Context: an optimization exercise on an open-source flow, tuned for small area, a short achievable clock period and few clock cycles. The choices shown serve that exercise and are no tape-out recipe. The RTL was checked by simulation tests, not by an equivalence proof against the original design.

==> module deferred_one_shot_timer_array, before the edit <==
module deferred_one_shot_timer_array #(
    parameter int TIMER_SLOTS = dost_pkg::DEF_TIMER_SLOTS,
    parameter int TIME_WIDTH  = dost_pkg::DEF_TIME_WIDTH
) (
    input  logic            i_clk,
    input  logic            i_rst_n,
    input  logic            start,
    input  logic [70:0]     i_req,
    output logic            busy,
    output logic            o_strobe,
    output logic [37:0]     o_evt
);
    localparam int NS = 16;
    localparam int NA = 2 * NS;
    localparam int TW = 33;
    dost_pkg::t_req req;
    assign req = i_req;
    function automatic logic f_ge(input logic [TW-1:0] a, input logic [TW-1:0] nb);
        logic [31:0] g, p;
        g = a[31:0] & nb[31:0];
        p = a[31:0] | nb[31:0];
        for (int w = 1; w < 32; w = w * 2) begin
            for (int k = 0; k < 32; k += 2 * w) begin
                g[k+2*w-1] = g[k+2*w-1] | (p[k+2*w-1] & g[k+w-1]);
                p[k+2*w-1] = p[k+2*w-1] & p[k+w-1];
            end
        end
        f_ge = !((a[TW-1] ^ nb[TW-1]) ^ (g[31] | p[31]));
    endfunction
    logic            r_busy;
    logic            r_go;
    logic [1:0]      r_func;
    logic [4:0]      r_slot;
    logic [31:0]     r_dur;
    logic [TW-1:0]   r_tnew;
    logic [31:0]     r_delta;
    logic [TW-1:0]   r_time;
    logic [NA-1:0]   r_active;
    logic [NA-1:0]   r_startp;
    logic [NA-1:0]   r_stop;
    logic [NA-1:0]   r_em;
    logic            r_strobe;
    logic [37:0]     r_evt;
    logic [TW-1:0]   r_ndl [NA];
    logic take;
    assign take = start && !r_busy;
    logic [TW-1:0] tnew_sum;
    logic [TW-1:0] dsum;
    dost_unit #(.TW(TW)) u_tnew (
        .i_a   (r_time),
        .i_b   ({1'b0, req.delta}),
        .o_sum (tnew_sum)
    );
    dost_unit #(.TW(TW)) u_dsum (
        .i_a   (r_time),
        .i_b   ({1'b0, r_dur}),
        .o_sum (dsum)
    );
    always_ff @(posedge i_clk) begin
        if (!i_rst_n) begin
            r_go <= 1'b0;
        end else begin
            r_go <= take;
        end
        r_func <= req.func;
        r_slot <= {req.timer_kind, req.timer_id};
        r_dur  <= req.duration;
        r_tnew <= tnew_sum;
        if (take) begin
            r_delta <= req.delta;
        end
    end
    logic          is_tick, is_start, is_stop;
    logic [NA-1:0] sel;
    logic [NA-1:0] act_n;
    logic [NA-1:0] ge;
    logic [NA-1:0] expd;
    logic [NA-1:0] em;
    logic [NA-1:0] rest;
    logic [NA-1:0] stop_n;
    logic [NA-1:0] dwe;
    logic [TW-1:0] ndl_w;
    logic [4:0]    first;
    logic          any_ev;
    logic          multi_ev;
    assign is_tick  = r_go && (r_func == dost_pkg::FUNC_TICK);
    assign is_start = r_go && (r_func == dost_pkg::FUNC_START);
    assign is_stop  = r_go && (r_func == dost_pkg::FUNC_STOP);
    always_comb begin
        for (int i = 0; i < NA; i++) begin
            sel[i] = (r_slot == 5'(i));
        end
    end
    assign dwe   = {NA{is_start}} & sel & ~r_active & ~r_startp;
    assign ndl_w = ~dsum;
    assign act_n = (r_active & ~r_stop) | r_startp;
    always_comb begin
        for (int i = 0; i < NA; i++) begin
            ge[i] = f_ge(r_tnew, r_ndl[i]);
        end
    end
    assign expd = act_n & ge;
    assign em   = {act_n[NA-1:NS] & ~ge[NA-1:NS], expd[NS-1:0]};
    always_comb begin
        for (int j = 0; j < NS; j++) begin
            stop_n[j]      = act_n[j]      & (expd[j] | expd[NS+j]);
            stop_n[NS + j] = act_n[NS + j] & (expd[j] | expd[NS+j]);
        end
    end
    function automatic logic [NA-1:0] f_drop(input logic [NA-1:0] v);
        logic [NA-1:0] q;
        q = v;
        for (int d = 1; d < NA; d = d * 2) begin
            for (int i = NA - 1; i >= d; i--) begin
                q[i] = q[i] | q[i-d];
            end
        end
        f_drop = v & {q[NA-2:0], 1'b0};
    endfunction
    function automatic logic [6:0] f_pick(input logic [NA-1:0] v);
        logic [NA-1:0] a;
        logic [NA-1:0] m;
        logic [4:0]    ix [NA];
        for (int i = 0; i < NA; i++) begin
            a[i]  = v[i];
            m[i]  = 1'b0;
            ix[i] = '0;
        end
        for (int w = 1; w < NA; w = w * 2) begin
            for (int k = 0; k < NA; k += 2 * w) begin
                m[k]  = m[k] | m[k+w] | (a[k] & a[k+w]);
                ix[k] = a[k] ? ix[k] : (ix[k+w] | 5'(w));
                a[k]  = a[k] | a[k+w];
            end
        end
        f_pick = {a[0], m[0], ix[0]};
    endfunction
    logic [6:0] pick_t, pick_e;
    assign rest   = f_drop(r_em);
    assign pick_t = f_pick(em);
    assign pick_e = f_pick(rest);
    assign {any_ev, multi_ev, first} = is_tick ? pick_t : pick_e;
    always_ff @(posedge i_clk) begin
        if (!i_rst_n) begin
            r_busy   <= 1'b0;
            r_time   <= '0;
            r_active <= '0;
            r_startp <= '0;
            r_stop   <= '0;
            r_em     <= '0;
            r_strobe <= 1'b0;
        end else begin
            r_busy   <= (take && (req.func == dost_pkg::FUNC_TICK)) || multi_ev;
            r_em     <= is_tick ? em : rest;
            r_strobe <= any_ev;
            if (is_tick) begin
                r_time   <= r_tnew;
                r_active <= act_n;
                r_startp <= '0;
                r_stop   <= stop_n;
            end else begin
                r_startp <= r_startp | dwe;
                if (is_stop) begin
                    r_stop[r_slot[3:0]]      <= r_active[r_slot[3:0]];
                    r_stop[NS + r_slot[3:0]] <= r_active[NS + r_slot[3:0]];
                end
            end
        end
    end
    always_ff @(posedge i_clk) begin
        for (int i = 0; i < NA; i++) begin
            if (dwe[i]) r_ndl[i] <= ndl_w;
        end
        r_evt <= {first[4], first[3:0], first[4] ? r_delta : 32'd0, !multi_ev};
    end
    assign busy     = r_busy;
    assign o_strobe = r_strobe;
    assign o_evt    = r_evt;
endmodule
export LEC_CHECK = 0
export CAP_MARGIN = 20
export CORE_MARGIN = 2
export CORE_UTILIZATION = 65
export CTS_BUF_LIST = sky130_fd_sc_hd__clkbuf_8
export PLACE_DENSITY = 0.75
export SLEW_MARGIN = 20
export SYNTH_HIERARCHICAL = 1
export SYNTH_MINIMUM_KEEP_SIZE = 0
create_clock -name core_clock -period 12.0 [get_ports {i_clk}]
standard.sh (not shown) runs the stock make flow with config.mk's settings and CLKGATE_MAP_FILE= SYNTH_SCRIPT=/design/flow/synth_recipe.tcl, a recipe that flattens the netlist after the stock synthesis.
==> flow/flow/run.sh <==
#!/bin/bash
# The standard layout, with timing repair aiming well below the clock period:
# repair_timing treats any path with less than SETUP_SLACK_MARGIN ns of slack
# as failing, so it sizes and buffers the design toward a shorter period.
set -euo pipefail
bash standard.sh SETUP_SLACK_MARGIN=8 finish > flow_make.log 2>&1
Testbench counts at the start, summed over its fixed seeds: cycles 98,575.
Next try:
--- a/flow/design.v
+++ b/flow/design.v
@@ -87,15 +87,13 @@
     logic            r_busy;
     logic            r_go;
     logic [1:0]      r_func;
     logic [4:0]      r_slot;
-    logic [31:0]     r_dur;
     logic [TW-1:0]   r_tnew;
-    logic [31:0]     r_delta;
+    logic [31:0]     r_arg;
     logic [TW-1:0]   r_time;
-    logic [NA-1:0]   r_active;
-    logic [NA-1:0]   r_startp;
-    logic [NA-1:0]   r_stop;
+    logic [NA-1:0]   r_live;
+    logic [NA-1:0]   r_mark;
     logic [NA-1:0]   r_em;
     logic            r_strobe;
     logic [37:0]     r_evt;
     logic [TW-1:0]   r_ndl [NA];
@@ -109,9 +107,9 @@
         .o_sum (tnew_sum)
     );
     dost_unit #(.TW(TW)) u_dsum (
         .i_a   (r_time),
-        .i_b   ({1'b0, r_dur}),
+        .i_b   ({1'b0, r_arg}),
         .o_sum (dsum)
     );
     always_ff @(posedge i_clk) begin
         if (!i_rst_n) begin
@@ -120,12 +118,11 @@
             r_go <= take;
         end
         r_func <= req.func;
         r_slot <= {req.timer_kind, req.timer_id};
-        r_dur  <= req.duration;
         r_tnew <= tnew_sum;
         if (take) begin
-            r_delta <= req.delta;
+            r_arg <= (req.func == dost_pkg::FUNC_TICK) ? req.delta : req.duration;
         end
     end
     logic          is_tick, is_start, is_stop;
     logic [NA-1:0] sel;
@@ -147,11 +144,11 @@
         for (int i = 0; i < NA; i++) begin
             sel[i] = (r_slot == 5'(i));
         end
     end
-    assign dwe   = {NA{is_start}} & sel & ~r_active & ~r_startp;
+    assign dwe   = {NA{is_start}} & sel & ~r_live & ~r_mark;
     assign ndl_w = ~dsum;
-    assign act_n = (r_active & ~r_stop) | r_startp;
+    assign act_n = r_live ^ r_mark;
     always_comb begin
         for (int i = 0; i < NA; i++) begin
             ge[i] = f_ge(r_tnew, r_ndl[i]);
         end
@@ -200,36 +197,34 @@
     always_ff @(posedge i_clk) begin
         if (!i_rst_n) begin
             r_busy   <= 1'b0;
             r_time   <= '0;
-            r_active <= '0;
-            r_startp <= '0;
-            r_stop   <= '0;
+            r_live   <= '0;
+            r_mark   <= '0;
             r_em     <= '0;
             r_strobe <= 1'b0;
         end else begin
             r_busy   <= (take && (req.func == dost_pkg::FUNC_TICK)) || multi_ev;
             r_em     <= is_tick ? em : rest;
             r_strobe <= any_ev;
             if (is_tick) begin
                 r_time   <= r_tnew;
-                r_active <= act_n;
-                r_startp <= '0;
-                r_stop   <= stop_n;
+                r_live   <= act_n;
+                r_mark   <= stop_n;
             end else begin
-                r_startp <= r_startp | dwe;
+                r_mark <= r_mark | dwe;
                 if (is_stop) begin
-                    r_stop[r_slot[3:0]]      <= r_active[r_slot[3:0]];
-                    r_stop[NS + r_slot[3:0]] <= r_active[NS + r_slot[3:0]];
+                    r_mark[r_slot[3:0]]      <= r_mark[r_slot[3:0]] | r_live[r_slot[3:0]];
+                    r_mark[NS + r_slot[3:0]] <= r_mark[NS + r_slot[3:0]] | r_live[NS + r_slot[3:0]];
                 end
             end
         end
     end
     always_ff @(posedge i_clk) begin
         for (int i = 0; i < NA; i++) begin
             if (dwe[i]) r_ndl[i] <= ndl_w;
         end
-        r_evt <= {first[4], first[3:0], first[4] ? r_delta : 32'd0, !multi_ev};
+        r_evt <= {first[4], first[3:0], first[4] ? r_arg : 32'd0, !multi_ev};
     end
     assign busy     = r_busy;
     assign o_strobe = r_strobe;
     assign o_evt    = r_evt;
Result:
- The changed run completed with no timing, DRC or antenna violations
- sequential cell count came out lower by 64
- non-clock buffer count came out higher by 137
- synthesized cell count came out lower by 4.2%
- final cell count came out lower by 1.9%
- register-to-register slack got worse by 270 ps
- setup slack got worse by 190 ps
Testbench counts after the change, summed over its fixed seeds: cycles 98,575.

==> afterwards: timing with drivers on the ports <==
No port has a modelled driver above. Below, the same layouts with a new extraction and two added sets of constraints. Step 1 assumes that a clkbuf_16 drives the clock port and a buf_2 every other input. Step 2 moves the port delays by t, midway between the first and last clock arrival at a register: inputs arrive t later, outputs are due t later. That takes back most of the time a late clock gives input paths. a / b / c = ideal / step 1 / step 2; a / b = the first two.
run	t (ns)	setup WS [ns]	clock arrival spread, ns	slew at the worst register clock pin (ns)	worst slew at a driven data input, ns
the first run	0.956	7.964 / 7.989 / 7.062	0.053 / 0.053	0.07 / 0.07	0.05
the second run	1.014	7.772 / 7.772 / 7.031	0.063 / 0.063	0.07 / 0.07	0.05
After both steps every run listed still meets setup and hold. The setup slack of the first run, which loses most, moves by +0.025 ns with the drivers and by -0.902 ns with both steps.
